Context: an optimization exercise on an open-source flow, tuned for small area, a short achievable clock period and few clock cycles. The choices shown serve that exercise and are no tape-out recipe. The RTL was checked by simulation tests, not by an equivalence proof against the original design.

==> flow/design.v <==
package aip_pkg;
	localparam logic [7:0] CH_NUL = 8'h00;
	localparam logic [7:0] CH_ZERO = 8'h30;
	localparam logic [7:0] CH_X = 8'h78;
	localparam logic [7:0] CH_MINUS = 8'h2d;
	localparam logic [4:0] BASE_AUTO = 5'd0;
	localparam logic [4:0] BASE_DEC = 5'd10;
	localparam logic [4:0] BASE_HEX = 5'd16;
endpackage
module aip_core (
	input  logic [63:0] acc,
	input  logic [2:0]  one,
	input  logic [2:0]  two,
	input  logic [1:0]  neg,
	input  logic [3:0]  d,
	output logic [63:0] nxt
);
	logic [63:0] r0, r1, r2;
	logic [64:0] a;
	logic [63:0] x, y;
	assign a = {acc, 1'b0};
	always_comb begin
		for (int j = 0; j < 64; j++) begin
			r0[j] = ((one[0] & a[j+1]) | (two[0] & a[j])) ^ neg[0];
			r1[j] = ((one[1] & a[j+1]) | (two[1] & a[j])) ^ neg[1];
			r2[j] = (one[2] & a[j+1]) | (two[2] & a[j]);
		end
	end
	always_comb begin
		x = '0;
		y = '0;
		x[0] = r0[0];
		y[0] = d[0];
		x[1] = r0[1];
		y[1] = d[1];
		x[2] = r0[2] ^ r1[0] ^ d[2];
		y[3] = (r0[2] & r1[0]) | (r0[2] & d[2]) | (r1[0] & d[2]);
		y[2] = neg[1];
		x[3] = r0[3] ^ r1[1] ^ d[3];
		y[4] = (r0[3] & r1[1]) | (r0[3] & d[3]) | (r1[1] & d[3]);
		for (int j = 4; j < 64; j++) begin
			x[j] = r0[j] ^ r1[j-2] ^ r2[j-4];
			if (j < 63)
				y[j+1] = (r0[j] & r1[j-2]) | (r0[j] & r2[j-4]) | (r1[j-2] & r2[j-4]);
		end
	end
	aip_add u_add (
		.x   (x),
		.y   (y),
		.cin (neg[0]),
		.s   (nxt)
	);
endmodule
module aip_add (
	input  logic [63:0] x,
	input  logic [63:0] y,
	input  logic        cin,
	output logic [63:0] s
);
	logic [63:0] p0;
	logic [64:0] g [0:6];
	logic [64:0] p [0:6];
	always_comb begin
		p0 = x ^ y;
		g[0][0] = cin;
		p[0][0] = 1'b0;
		for (int i = 0; i < 64; i++) begin
			g[0][i+1] = x[i] & y[i];
			p[0][i+1] = p0[i];
		end
		for (int l = 1; l <= 6; l++) begin
			for (int i = 0; i < 65; i++) begin
				if ((i >> (l-1)) & 1) begin
					g[l][i] = g[l-1][i] | (p[l-1][i] & g[l-1][((i >> (l-1)) << (l-1)) - 1]);
					p[l][i] = p[l-1][i] & p[l-1][((i >> (l-1)) << (l-1)) - 1];
				end else begin
					g[l][i] = g[l-1][i];
					p[l][i] = p[l-1][i];
				end
			end
		end
		for (int i = 0; i < 64; i++)
			s[i] = p0[i] ^ g[6][i];
	end
endmodule
module ascii_integer_parser (
	input  logic                     clk,
	input  logic                     arst_n,
	input  logic                     item_valid,
	output logic                     item_stall,
	input  logic [8:0]               item,
	output logic                     result_valid,
	input  logic                     result_stall,
	output logic [79:0]              result,
	input  logic                     cfg_we,
	input  logic                     cfg_index,
	input  logic [4:0]               cfg_data
);
	logic [4:0]  base_sel_q;
	logic        sgn_q;
	always_ff @(posedge clk or negedge arst_n) begin
		if (!arst_n) begin
			base_sel_q <= aip_pkg::BASE_AUTO;
			sgn_q <= 1'b1;
		end else if (cfg_we) begin
			if (cfg_index) sgn_q <= cfg_data[0];
			else base_sel_q <= cfg_data;
		end
	end
	logic        ph_prefix, ph_zero, ph_auto0, ph_auto0x, ph_digits;
	logic        neg;
	logic [4:0]  base;
	logic        hex;
	logic        op_v;           
	logic        op_ld;          
	logic [2:0]  op_one, op_two;
	logic [1:0]  op_neg;
	logic [3:0]  op_d;
	logic        op_cset;        
	logic [1:0]  op_cval;
	logic        op_cinc;        
	logic        op_emit;
	logic        rv;
	logic        hold;
	logic        take;
	assign hold = op_v && rv && result_stall;
	assign item_stall = hold;
	assign take = item_valid && !hold;
	logic [7:0]  c;
	logic        f;
	assign c = item[8:1];
	assign f = item[0];
	logic        is_dec, is_hl, is_x, is_zero, is_minus, is_nul;
	logic [3:0]  dval;
	assign is_dec = (c[7:4] == 4'h3) && (c[3:0] <= 4'd9);
	assign is_hl = (c[7:6] == 2'b01) && (c[4:3] == 2'b00) && (c[2:0] != 3'd0) && (c[2:0] != 3'd7);
	assign is_x = (c == aip_pkg::CH_X);
	assign is_zero = (c == aip_pkg::CH_ZERO);
	assign is_minus = (c == aip_pkg::CH_MINUS);
	assign is_nul = (c == aip_pkg::CH_NUL);
	assign dval = is_dec ? c[3:0] : (c[3:0] + 4'd9);
	logic        auto_sel;
	logic [4:0]  first_base;
	logic        first_hex;
	assign auto_sel = (base_sel_q == aip_pkg::BASE_AUTO);
	assign first_base = auto_sel ? aip_pkg::BASE_DEC : base_sel_q;
	assign first_hex = (base_sel_q == aip_pkg::BASE_HEX);
	logic [2:0]  b_one, b_two;
	logic [1:0]  b_neg;
	always_comb begin
		b_one[0] = base[0];
		b_two[0] = base[1] & ~base[0];
		b_neg[0] = base[1];
		b_one[1] = base[2] ^ base[1];
		b_two[1] = (base[3] & ~base[2] & ~base[1]) | (~base[3] & base[2] & base[1]);
		b_neg[1] = base[3];
		b_one[2] = base[4] ^ base[3];
		b_two[2] = base[4] & base[3];
	end
	logic        hex_eff, digit;
	logic        n_prefix, n_zero, n_auto0, n_auto0x, n_digits;
	logic        n_neg;
	logic [4:0]  n_base;
	logic        n_hex;
	logic        o_ld;
	logic [2:0]  o_one, o_two;
	logic [1:0]  o_neg;
	logic [3:0]  o_d;
	logic        o_cset;
	logic [1:0]  o_cval;
	logic        o_cinc;
	logic        o_emit;
	always_comb begin
		hex_eff = f ? first_hex : ph_auto0x ? 1'b1 : ph_auto0 ? 1'b0 : hex;
		digit = is_dec || (is_hl && hex_eff);
		n_prefix = ph_prefix;
		n_zero = ph_zero;
		n_auto0 = ph_auto0;
		n_auto0x = ph_auto0x;
		n_digits = ph_digits;
		n_neg = neg;
		n_base = base;
		n_hex = hex;
		o_ld = 1'b0;
		o_one = b_one;
		o_two = b_two;
		o_neg = b_neg;
		o_d = dval;
		o_cset = 1'b0;
		o_cval = 2'd1;
		o_cinc = 1'b0;
		o_emit = 1'b0;
		if (f) begin
			o_ld = 1'b1;
			o_one = 3'd0;
			o_two = 3'd0;
			o_neg = 2'd0;
			o_cset = 1'b1;
			n_prefix = 1'b0;
			n_zero = 1'b0;
			n_auto0 = 1'b0;
			n_auto0x = 1'b0;
			n_digits = 1'b0;
			n_neg = 1'b0;
			n_base = first_base;
			n_hex = first_hex;
			if (auto_sel && is_zero) begin
				o_d = 4'd0;
				n_auto0 = 1'b1;
			end else if (sgn_q && is_minus) begin
				o_d = 4'd0;
				n_neg = 1'b1;
				n_prefix = 1'b1;
			end else if (first_hex && is_zero) begin
				o_d = 4'd0;
				n_zero = 1'b1;
			end else if (digit) begin
				n_digits = 1'b1;
			end else begin
				o_d = 4'd0;
				o_cval = 2'd0;
				o_emit = 1'b1;
			end
		end else if (ph_prefix && hex && is_zero) begin
			o_cinc = 1'b1;
			n_prefix = 1'b0;
			n_zero = 1'b1;
		end else if (ph_zero && is_x) begin
			o_cinc = 1'b1;
			n_zero = 1'b0;
			n_digits = 1'b1;
		end else if (ph_auto0 && is_x) begin
			n_auto0 = 1'b0;
			n_auto0x = 1'b1;
		end else if (ph_auto0x && is_nul) begin
			n_base = aip_pkg::BASE_DEC;
			n_hex = 1'b0;
			n_auto0x = 1'b0;
			o_emit = 1'b1;
		end else if (ph_prefix || ph_zero || ph_auto0 || ph_auto0x || ph_digits) begin
			if (ph_auto0) begin
				n_base = aip_pkg::BASE_DEC;
				n_hex = 1'b0;
			end
			if (ph_auto0x) begin
				n_base = aip_pkg::BASE_HEX;
				n_hex = 1'b1;
				o_cset = 1'b1;
				o_cval = 2'd2;
			end
			n_prefix = 1'b0;
			n_zero = 1'b0;
			n_auto0 = 1'b0;
			n_auto0x = 1'b0;
			if (digit) begin
				o_ld = 1'b1;
				if (ph_auto0x) o_cval = 2'd3;
				else o_cinc = 1'b1;
				n_digits = 1'b1;
			end else begin
				o_ld = neg;
				o_one = 3'b001;
				o_two = 3'd0;
				o_neg = 2'b01;
				o_d = 4'd0;
				o_emit = 1'b1;
				n_digits = 1'b0;
			end
		end
	end
	always_ff @(posedge clk or negedge arst_n) begin
		if (!arst_n) begin
			ph_prefix <= 1'b0;
			ph_zero <= 1'b0;
			ph_auto0 <= 1'b0;
			ph_auto0x <= 1'b0;
			ph_digits <= 1'b0;
		end else if (take) begin
			ph_prefix <= n_prefix;
			ph_zero <= n_zero;
			ph_auto0 <= n_auto0;
			ph_auto0x <= n_auto0x;
			ph_digits <= n_digits;
		end
	end
	always_ff @(posedge clk) begin
		if (take) begin
			neg <= n_neg;
			base <= n_base;
			hex <= n_hex;
		end
	end
	always_ff @(posedge clk or negedge arst_n) begin
		if (!arst_n) begin
			op_v <= 1'b0;
		end else if (!hold) begin
			op_v <= take && (o_ld || o_cset || o_cinc || o_emit);
		end
	end
	always_ff @(posedge clk) begin
		if (!hold) begin
			op_ld <= take && o_ld;
			op_one <= o_one;
			op_two <= o_two;
			op_neg <= o_neg;
			op_d <= o_d;
			op_cset <= take && o_cset;
			op_cval <= o_cval;
			op_cinc <= take && o_cinc;
			op_emit <= take && o_emit;
		end
	end
	logic [63:0] acc;
	logic [63:0] acc_nxt;
	logic [15:0] cnt;
	aip_core u_core (
		.acc (acc),
		.one (op_one),
		.two (op_two),
		.neg (op_neg),
		.d   (op_d),
		.nxt (acc_nxt)
	);
	always_ff @(posedge clk) begin
		if (op_ld && !hold) acc <= acc_nxt;
		if (!hold) begin
			if (op_cset) cnt <= {14'd0, op_cval};
			else if (op_cinc && cnt != 16'hFFFF) cnt <= cnt + 16'd1;
		end
	end
	always_ff @(posedge clk or negedge arst_n) begin
		if (!arst_n) rv <= 1'b0;
		else if (!(rv && result_stall)) rv <= op_v && op_emit;
	end
	assign result_valid = rv;
	assign result = {acc, cnt};
endmodule
export LEC_CHECK = 0
export ABC_CLOCK_PERIOD_IN_PS = 4000
export CAP_MARGIN = 20
export CORE_MARGIN = 2
export CORE_UTILIZATION = 40
export SETUP_SLACK_MARGIN = 4.5
export SLEW_MARGIN = 20
create_clock -name core_clock -period 9.0 [get_ports {clk}]
standard.sh (not shown) runs the stock make flow with config.mk's settings and CLKGATE_MAP_FILE= SYNTH_SCRIPT=/design/flow/synth_recipe.tcl, a recipe that flattens the netlist after the stock synthesis.
==> flow/flow/run.sh <==
#!/bin/bash
# The standard layout, with plain buf_1 cells as the port buffers instead of the
# delay buffers buffer_ports picks by default.
set -euo pipefail
bash standard.sh "BUFFER_PORTS_ARGS=-buffer_cell sky130_fd_sc_hd__buf_1" finish > make_finish.log 2>&1
Testbench counts at the start, summed over its fixed seeds: cycles 48,268.
Then changed:
--- a/flow/design.v
+++ b/flow/design.v
@@ -18,29 +18,29 @@
 	logic [63:0] r0, r1, r2;
 	logic [64:0] a;
 	logic [63:0] x, y;
 	assign a = {acc, 1'b0};
 	always_comb begin
 		for (int j = 0; j < 64; j++) begin
-			r0[j] = ((one[0] & a[j+1]) | (two[0] & a[j])) ^ neg[0];
-			r1[j] = ((one[1] & a[j+1]) | (two[1] & a[j])) ^ neg[1];
-			r2[j] = (one[2] & a[j+1]) | (two[2] & a[j]);
+			r0[j] = ~(((one[0] & a[j+1]) | (two[0] & a[j])) ^ neg[0]);
+			r1[j] = ~(((one[1] & a[j+1]) | (two[1] & a[j])) ^ neg[1]);
+			r2[j] = ~((one[2] & a[j+1]) | (two[2] & a[j]));
 		end
 	end
 	always_comb begin
-		x = '0;
-		y = '0;
+		x = '1;
+		y = '1;
 		x[0] = r0[0];
-		y[0] = d[0];
+		y[0] = ~d[0];
 		x[1] = r0[1];
-		y[1] = d[1];
-		x[2] = r0[2] ^ r1[0] ^ d[2];
-		y[3] = (r0[2] & r1[0]) | (r0[2] & d[2]) | (r1[0] & d[2]);
-		y[2] = neg[1];
-		x[3] = r0[3] ^ r1[1] ^ d[3];
-		y[4] = (r0[3] & r1[1]) | (r0[3] & d[3]) | (r1[1] & d[3]);
+		y[1] = ~d[1];
+		x[2] = r0[2] ^ r1[0] ^ ~d[2];
+		y[3] = (r0[2] & r1[0]) | (r0[2] & ~d[2]) | (r1[0] & ~d[2]);
+		y[2] = ~neg[1];
+		x[3] = r0[3] ^ r1[1] ^ ~d[3];
+		y[4] = (r0[3] & r1[1]) | (r0[3] & ~d[3]) | (r1[1] & ~d[3]);
 		for (int j = 4; j < 64; j++) begin
 			x[j] = r0[j] ^ r1[j-2] ^ r2[j-4];
 			if (j < 63)
 				y[j+1] = (r0[j] & r1[j-2]) | (r0[j] & r2[j-4]) | (r1[j-2] & r2[j-4]);
 		end
 	end
@@ -58,17 +58,17 @@
 	output logic [63:0] s
 );
 	logic [63:0] p0;
 	logic [64:0] g [0:6];
 	logic [64:0] p [0:6];
 	always_comb begin
-		p0 = x ^ y;
+		p0 = x ^ y;   
 		g[0][0] = cin;
 		p[0][0] = 1'b0;
 		for (int i = 0; i < 64; i++) begin
-			g[0][i+1] = x[i] & y[i];
+			g[0][i+1] = ~(x[i] | y[i]);
 			p[0][i+1] = p0[i];
 		end
 		for (int l = 1; l <= 6; l++) begin
 			for (int i = 0; i < 65; i++) begin
 				if ((i >> (l-1)) & 1) begin
 					g[l][i] = g[l-1][i] | (p[l-1][i] & g[l-1][((i >> (l-1)) << (l-1)) - 1]);
Outcome:
- The changed run finished with timing, DRC and antenna clean
- global-route usage came out lower by 0.86 points
- critical path depth came out lower by 11
- register-to-register slack loses 0.03 ns
- final area came out lower by about 2%
- routed wire length came out lower by about 7%
Testbench counts after the change, summed over its fixed seeds: cycles 48,268.

[what the ideal ports hide]
In the flow no input, the clock included, has a driving cell. The finished layouts below were timed again as built, in two steps.
Step 1, drivers: a clkbuf_16 drives clk and a buf_2 each remaining input, both assumed.
Step 2 times the ports against the registers' clock, not the clock port: input delays grow and output delays shrink by t, the midpoint of the rising clock arrivals with the driver on.
Slacks: no drivers / after step 1 / after step 2; pairs: no drivers / after step 1.
| run | shift t [ns] | setup WS [ns] | hold slack, ns | worst setup path after step 2 |
|---|---|---|---|---|
| the first run | 0.465 | 4.705 / 4.701 / 4.426 | 0.500 / 0.500 / 0.500 | input to register |
| the second run | 0.477 | 4.621 / 4.574 / 4.400 | 0.468 / 0.468 / 0.468 | input to register |
After both steps setup and hold are still met in every run listed. The setup slack of the first run, which loses most, moves by -0.004 ns with the drivers and by -0.279 ns with both steps.
